This design comes from an exercise in tuning for small area on the open sky130 flow, not from production work.
In this exercise RTL edits were held to simulation tests only and were not proved equivalent to the original.
Power is estimated from default activity; no workload was simulated.

$ cat design/flow/config.mk
export PLATFORM = sky130hd
export DESIGN_NAME = coreFrontEnd
export DESIGN_NICKNAME = coreFrontEnd
export VERILOG_FILES = /design/flow/design.v
export SDC_FILE = /design/flow/constraint.sdc
export NUM_CORES = 4
export LEC_CHECK = 0
export CAP_MARGIN = 40
export CORE_MARGIN = 2
export CORE_UTILIZATION = 40
export SLEW_MARGIN = 40
$ cat design/flow/constraint.sdc
create_clock -name core_clock -period 7.5 [get_ports {clk}]
set_input_delay 1.5000 -clock core_clock [delete_from_list [all_inputs] [get_ports {clk}]]
set_output_delay 1.5000 -clock core_clock [all_outputs]
set_load 0.01 [all_outputs]
$ cat design/flow/design.v
package coreFrontEndPkg;
  localparam int unsigned XLEN = 32;
  localparam int unsigned REG_NUM = 32;
  localparam int unsigned REG_IDX_WIDTH = $clog2(REG_NUM);
  localparam int unsigned RD_PORT_NUM = 2;
  localparam int unsigned FWD_PORT_NUM = 2;
  localparam int unsigned SET_PORT_NUM = 3;
  localparam int unsigned STEP_WIDTH = 3;
  typedef logic [XLEN-1:0] xlenT;
  typedef logic [REG_IDX_WIDTH-1:0] regIdxT;
  typedef logic [STEP_WIDTH-1:0] pcStepT;
  localparam xlenT START_ADDR = 32'h8000_0000;
endpackage
`timescale 1ns/100ps
module pcGen (
  input  logic                                                      clk,
  input  logic                                                      rstN,
  input  logic                                                      stall,
  input  logic                   [coreFrontEndPkg::SET_PORT_NUM-1:0] setEn,
  input  coreFrontEndPkg::xlenT  [coreFrontEndPkg::SET_PORT_NUM-1:0] setPc,
  input  coreFrontEndPkg::pcStepT                                   nxtPcStep,
  output coreFrontEndPkg::xlenT                                     pc,
  output coreFrontEndPkg::xlenT                                     nxtPc
);
  logic rstFlg;
  always_ff @(posedge clk or negedge rstN) begin
    if (!rstN) begin
      rstFlg <= 1'b0;
    end else if (!rstFlg) begin
      rstFlg <= 1'b1;
    end
  end
  logic [coreFrontEndPkg::SET_PORT_NUM-1:0] setEnOh;
  coreFrontEndPkg::xlenT                    prioPc;
  coreFrontEndPkg::pcStepT                  stepMasked;
  coreFrontEndPkg::xlenT                    stepPc;
  logic                    stepPcVld;
  assign setEnOh = setEn & (~setEn + 1'b1);
  always_comb begin
    prioPc = '0;
    for (int i = 0; i < coreFrontEndPkg::SET_PORT_NUM; i++) begin
      prioPc = prioPc | (setPc[i] & {coreFrontEndPkg::XLEN{setEnOh[i]}});
    end
  end
  assign stepMasked = nxtPcStep & {coreFrontEndPkg::STEP_WIDTH{rstFlg}};
  assign stepPc     = pc + coreFrontEndPkg::xlenT'(stepMasked);
  assign stepPcVld = (setEnOh == '0) | ~rstFlg;
  assign nxtPc     = stepPcVld ? stepPc : prioPc;
  always_ff @(posedge clk or negedge rstN) begin
    if (!rstN) begin
      pc <= coreFrontEndPkg::START_ADDR;
    end else if (!stall) begin
      pc <= nxtPc;
    end
  end
endmodule
`timescale 1ns/100ps
module fwdMux (
  input  logic                  [coreFrontEndPkg::FWD_PORT_NUM-1:0] fwdVld,
  input  coreFrontEndPkg::regIdxT [coreFrontEndPkg::FWD_PORT_NUM-1:0] fwdRd,
  input  coreFrontEndPkg::xlenT [coreFrontEndPkg::FWD_PORT_NUM-1:0] fwdDat,
  input  coreFrontEndPkg::regIdxT                                   rs,
  input  coreFrontEndPkg::xlenT                                     rfDat,
  output coreFrontEndPkg::xlenT                                     dat,
  output logic                                                      hazard
);
  logic rsVld;
  logic [coreFrontEndPkg::FWD_PORT_NUM:0] selBitmap;
  logic [coreFrontEndPkg::FWD_PORT_NUM:0] selOh;
  coreFrontEndPkg::xlenT [coreFrontEndPkg::FWD_PORT_NUM:0] allDat;
  assign rsVld = |rs;
  always_comb begin
    for (int i = 0; i < coreFrontEndPkg::FWD_PORT_NUM; i++) begin
      selBitmap[i] = (fwdRd[i] == rs) & rsVld;
      allDat[i]    = fwdDat[i];
    end
    selBitmap[coreFrontEndPkg::FWD_PORT_NUM] = rsVld;
    allDat[coreFrontEndPkg::FWD_PORT_NUM]    = rfDat;
  end
  assign selOh = selBitmap & (~selBitmap + 1'b1);
  always_comb begin
    dat = '0;
    for (int i = 0; i <= coreFrontEndPkg::FWD_PORT_NUM; i++) begin
      dat = dat | (allDat[i] & {coreFrontEndPkg::XLEN{selOh[i]}});
    end
  end
  assign hazard = |(selOh[coreFrontEndPkg::FWD_PORT_NUM-1:0] & ~fwdVld);
endmodule
`timescale 1ns/100ps
module regFile (
  input  logic                                                     clk,
  input  logic                                                     rstN,
  input  logic                                                     wrVld,
  input  coreFrontEndPkg::regIdxT                                  wrRd,
  input  coreFrontEndPkg::xlenT                                    wrDat,
  input  logic                   [coreFrontEndPkg::FWD_PORT_NUM-1:0] fwdVld,
  input  coreFrontEndPkg::regIdxT [coreFrontEndPkg::FWD_PORT_NUM-1:0] fwdRd,
  input  coreFrontEndPkg::xlenT  [coreFrontEndPkg::FWD_PORT_NUM-1:0] fwdDat,
  input  coreFrontEndPkg::regIdxT [coreFrontEndPkg::RD_PORT_NUM-1:0] rs,
  output coreFrontEndPkg::xlenT  [coreFrontEndPkg::RD_PORT_NUM-1:0] rsDat,
  output logic                   [coreFrontEndPkg::RD_PORT_NUM-1:0] datHazard
);
  coreFrontEndPkg::xlenT regQ [1:coreFrontEndPkg::REG_NUM-1];
  logic [coreFrontEndPkg::REG_NUM-1:0] wrEnOh;
  assign wrEnOh = {coreFrontEndPkg::REG_NUM{wrVld}} & (coreFrontEndPkg::REG_NUM'(1) << wrRd);
  always_ff @(posedge clk or negedge rstN) begin
    if (!rstN) begin
      for (int i = 1; i < coreFrontEndPkg::REG_NUM; i++) begin
        regQ[i] <= '0;
      end
    end else begin
      for (int i = 1; i < coreFrontEndPkg::REG_NUM; i++) begin
        if (wrEnOh[i]) begin
          regQ[i] <= wrDat;
        end
      end
    end
  end
  coreFrontEndPkg::xlenT rfView [coreFrontEndPkg::REG_NUM];
  always_comb begin
    rfView[0] = '0;
    for (int i = 1; i < coreFrontEndPkg::REG_NUM; i++) begin
      rfView[i] = regQ[i];
    end
  end
  for (genvar p = 0; p < coreFrontEndPkg::RD_PORT_NUM; p++) begin : gRdPort
    fwdMux fwdMux_inst (
      .fwdVld (fwdVld),
      .fwdRd  (fwdRd),
      .fwdDat (fwdDat),
      .rs     (rs[p]),
      .rfDat  (rfView[rs[p]]),
      .dat    (rsDat[p]),
      .hazard (datHazard[p])
    );
  end
endmodule
`timescale 1ns/100ps
module coreFrontEnd (
  input  logic                                                        clk,
  input  logic                                                        rstN,
  input  logic                                                        stall,
  input  logic                    [coreFrontEndPkg::SET_PORT_NUM-1:0] setEn,
  input  coreFrontEndPkg::xlenT   [coreFrontEndPkg::SET_PORT_NUM-1:0] setPc,
  input  coreFrontEndPkg::pcStepT                                     nxtPcStep,
  output coreFrontEndPkg::xlenT                                       pc,
  output coreFrontEndPkg::xlenT                                       nxtPc,
  input  logic                                                        wrVld,
  input  coreFrontEndPkg::regIdxT                                     wrRd,
  input  coreFrontEndPkg::xlenT                                       wrDat,
  input  logic                    [coreFrontEndPkg::FWD_PORT_NUM-1:0] fwdVld,
  input  coreFrontEndPkg::regIdxT [coreFrontEndPkg::FWD_PORT_NUM-1:0] fwdRd,
  input  coreFrontEndPkg::xlenT   [coreFrontEndPkg::FWD_PORT_NUM-1:0] fwdDat,
  input  coreFrontEndPkg::regIdxT [coreFrontEndPkg::RD_PORT_NUM-1:0]  rs,
  output coreFrontEndPkg::xlenT   [coreFrontEndPkg::RD_PORT_NUM-1:0]  rsDat,
  output logic                    [coreFrontEndPkg::RD_PORT_NUM-1:0]  datHazard
);
  pcGen pcGen_inst (
    .clk       (clk),
    .rstN      (rstN),
    .stall     (stall),
    .setEn     (setEn),
    .setPc     (setPc),
    .nxtPcStep (nxtPcStep),
    .pc        (pc),
    .nxtPc     (nxtPc)
  );
  regFile regFile_inst (
    .clk       (clk),
    .rstN      (rstN),
    .wrVld     (wrVld),
    .wrRd      (wrRd),
    .wrDat     (wrDat),
    .fwdVld    (fwdVld),
    .fwdRd     (fwdRd),
    .fwdDat    (fwdDat),
    .rs        (rs),
    .rsDat     (rsDat),
    .datHazard (datHazard)
  );
endmodule
$ cat design/flow/run.sh
#!/bin/bash
# synth_recipe.tcl (not shown) runs the flow's synth.tcl, then flattens the netlist and writes it again
# the make line also repeats each setting of config.mk as NAME=value (left out here)
make -C /OpenROAD-flow-scripts/flow DESIGN_CONFIG=/design/flow/config.mk WORK_HOME=/design/flow/orfs CLKGATE_MAP_FILE= SYNTH_SCRIPT=/design/flow/synth_recipe.tcl finish
==> summary.md <==
| Metric | Value |
|---|---|
| WL/cell | 45.0 µm |
| Largest net degree at the start of global routing | between 100 and 150 |
| Commonest non-fill, non-tap cell in the layout | mux2_2 |
| Clk pwr share | 0.365 |
| Switching power | 5.54 mW |
| MaxCap Viol Count | 0 |
| Met3 wire length | 48,700 µm |
| Worst Path Arrival | 5.62 ns |
| Sequential group share of total power | 0.446 |
| DRC Markers | 0 |
| Vias in the first global route | 50,135 |
| Mapped cell area | approximately 0.056 mm² |
| Synth top area share | 0.461 |
| First-pass GRT wire length | between 400,000 and 500,000 µm |
| GRT Total Usage | 0.442 |
| Die ar. | between 0.1 and 0.15 mm² |
| Die width | 377 µm |
| VDD IR max | 0.209 mV |
| Post-layout min period | about 7.1 ns |
| Worst-path clk slew | 0.06 ns |
| Worst slew pin tran | 1.02 ns |
| Bufs on Longest Clock Path | 3 |
| Distinct cells, synth | 97 |
| Gpl congestion | 1.04 |
| Buffers on Ports | 358 |
| Internal cell power | 12.1 mW |
| Met2 Routed Length | 127,000 µm |
| H-tree Lvls | 3 |
| Cell Pwr Density | 260 mW/mm² |
| Total gr overflow | 0 |
| HPWL after detailed placement | approximately 210,000 µm |
| Post-CTS Hold Buffers | 0 |
| Main area contributors after synthesis | dfrtp_1 46%, mux2_2 21%, a22oi_1 8.9% |
| Post-synth EDFFs | 0 |
| Rel. slew slack | 0.322 |
| Fin nets | 5,493 |
| CTS Sinks | 1,025 |
| Net Count, Synth | 5,155 |
| Root Driver | clkbuf_16 |
| Status | timing/DRC/antenna clean |
| Io pins | 359 |
| Synthesized area per cell | 11.3 µm² |
| Clock Latency Late Sink | a little under 0.8 ns |
| Max-slew violations | 0 |
| M1 WL | between 100,000 and 150,000 µm |
| Drt first pass iters | 9 |
| Yosys warnings | 7 |
| CTS tree | yes |
| Mean number of vias per cell | between 7 and 8 |
| Hold Path Class | register to register |
| Via count | between 50,000 and 60,000 |
| Max Freq | about 140 MHz |
| Crit-path max FO | 27 |
| PostCTS Resize Cnt | 0 |
| Hold Vio Cnt, Final | 0 |
| Drt total wl | about 320,000 µm |
| Post-DP Area | 0.0634 mm² |
| Final setup vio count | 0 |
| Num CTS Buffers | 116 |
| Cells after Synth | 4,922 |
| Prevailing post-synth register cell | dfrtp_1 |
| Share of flip-flops with an asynchronous set or reset | 1.00 |
| Max layer used | met5 |
| Data required time of the worst path | 6.00 ns |
| Crit. End Element | output port |
| Post-route clock period utilization | 0.949 |
| Startpoint types | input port |
| Seq/Total Area, Yosys | 0.461 |
| Skew final | 0.0129 ns |
| Final setup margin | 0.381 ns |
| Site row count | 136 |
| Routed Antenna Nets | 0 |
| Fraction of layout cells with a size suffix above 1 | 0.337 |
| Synth-to-Final Area Change | 22.0% |
| RSZ-0062 raised after global routing | no |
| Most frequent cells in the layout | 1,028 x mux2_2, 1,024 x dfrtp_1, 657 x a22oi_1, 315 x clkdlybuf4s50_1, 267 x buf_4 |
| Yosys reg bits | 1,025 |
| Combinational group share of total power | 0.189 |
| Initial antenna violation count | 42 |
| Finished layout cell area | 0.0679 mm² |
| Crit Path Category | input port to output port |
| Sum Neg Setup Slack | 0 ns |
| Pre-CTS WS | 0.685 ns |
| Switch share | 0.313 |
| Post-CTS setup buffers | 0 |
| CORE AREA | 0.138 mm² |
| Yosys top cell by area | dfrtp_1 |
| Leak pwr | 29.3 nW |
| Drt initial violations | 10,349 |
| Initial Util | 0.404 |
| Vert. Die Dim | 377 µm |
-- routing by layer --
metal,global-route usage,vias up
li1,-,19773
met4,0.304,22
met1,0.558,27119
met5,0.00823,-
met2,0.601,5343
met3,0.195,1719
-- area by class of cell --
type / instances / area, µm²
Antenna cell: 45 / 113
Clock inverter: 60 / 875
Timing Repair Buffer: 706 / 7110
Fill cell: 12424 / 70000
Tap cell: 1794 / 2240
Multi-Input combinational cell: 3399 / 28500
Clock buffer: 159 / 3390
Inverter: 12 / 45.0
Sequential cell: 1025 / 25700
-- critical path: stages --
cell,delay (ns)
buf_4,0.36
buf_4,0.54
nor2_4,0.22
buf_4,0.37
and3_1,0.26
a2111oi_0,0.55
nand3_1,0.23
nor4_1,0.66
buf_4,0.26
o21ai_0,0.08
clkdlybuf4s50_1,0.49
-- worst paths after layout --
kind	startpoint	to	slack (ns)	cells past startpoint
worst max-delay path	rs[6]	rsDat[32]	0.38	11
worst min-delay path	regFile_inst.regQ[18][10]$_DFFE_PN0P_	regFile_inst.regQ[18][10]$_DFFE_PN0P_	0.52	1
worst max register to register	pcGen_inst.rstFlg$_DFF_PN0_	pcGen_inst.pc[30]$_DFFE_PN0N_	4.55	10
worst min register to register	regFile_inst.regQ[18][10]$_DFFE_PN0P_	regFile_inst.regQ[18][10]$_DFFE_PN0P_	0.52	1
max in group asynchronous	rstN	regFile_inst.regQ[18][6]$_DFFE_PN0P_	5.15	3
min in group asynchronous	rstN	regFile_inst.regQ[19][22]$_DFFE_PN0P_	0.66	1
-- synth_stat cells, types with 55 or more instances --
master,n
a21oi_1,82
and3_1,240
nor3_1,72
o21ai_0,55
a22oi_1,657
mux2i_1,106
nor2_1,141
dfrtp_1,1024
a2111oi_0,69
buf_2,143
mux2_2,1028
nand4_1,105
nand3_1,131
clkbuf_1,260
nand2_1,127
-- flip-flops by register name, summed over array words and instances (netlist names) --
name,count
regFile_inst.regQ,992
pcGen_inst.rstFlg,1
pcGen_inst.pc,32
-- metrics by stage --
stage               hold WS, ns  cells   util  power [mW]
CTS                       0.517   7150  0.491        17.5
floorplan                 0.485   4922      -        9.15
global route              0.533   7161  0.492        18.1
global placement          0.500   6883  0.452        11.0
detailed placement        0.502   6931  0.460        11.1
finish                    0.522   7200  0.492        17.7
-- power by group through the flow --
| stage | clock (mW) | sequential, mW | combinational (mW) |
|---|---|---|---|
| finish | 6.46 | 7.88 | 3.35 |
| global route | 6.69 | 7.91 | 3.47 |
| CTS | 6.45 | 7.77 | 3.25 |
| detailed placement | 0 | 7.85 | 3.23 |
| global placement | 0 | 7.85 | 3.15 |
| floorplan | 0 | 7.31 | 1.83 |
-- cells by family (layout without fill, tap and decap cells) --
| kind of cell | Yosys count | in the layout | share of synthesized area |
|---|---|---|---|
| buf+inv | 498 | 937 | 0.0399 |
| simple gates | 1042 | 1042 | 0.106 |
| fa+ha+maj | 4 | 4 | 0.00103 |
| flops | 1025 | 1025 | 0.461 |
| mux | 1139 | 1139 | 0.229 |
| other cells | 1 | 46 | 0.0000674 |
| xor+xnor | 47 | 47 | 0.00740 |
| compound gates | 1166 | 1166 | 0.156 |

[separate check: timing with driven ports]
Ports are ideal in the flow. The routed layout listed here was re-timed in OpenROAD.
Step 1: set_driving_cell puts a clkbuf_16 on clk and a buf_2 on each other input, an assumption about the parent block.
Step 2 times the ports against the registers' clock, not the clock port: input delays grow and output delays shrink by t, the midpoint of the rising clock arrivals with the driver on.
Slacks: no drivers / after step 1 / after step 2; pairs: no drivers / after step 1.
t (ns): 0.879
slack for setup (ns): 0.381 / 0.357 / 0.357
hold WS [ns]: 0.522 / 0.522 / 0.522
After both steps this run still meets setup and hold. For this run, drivers alone change the setup slack by -0.024 ns; drivers and shift together by -0.024 ns.
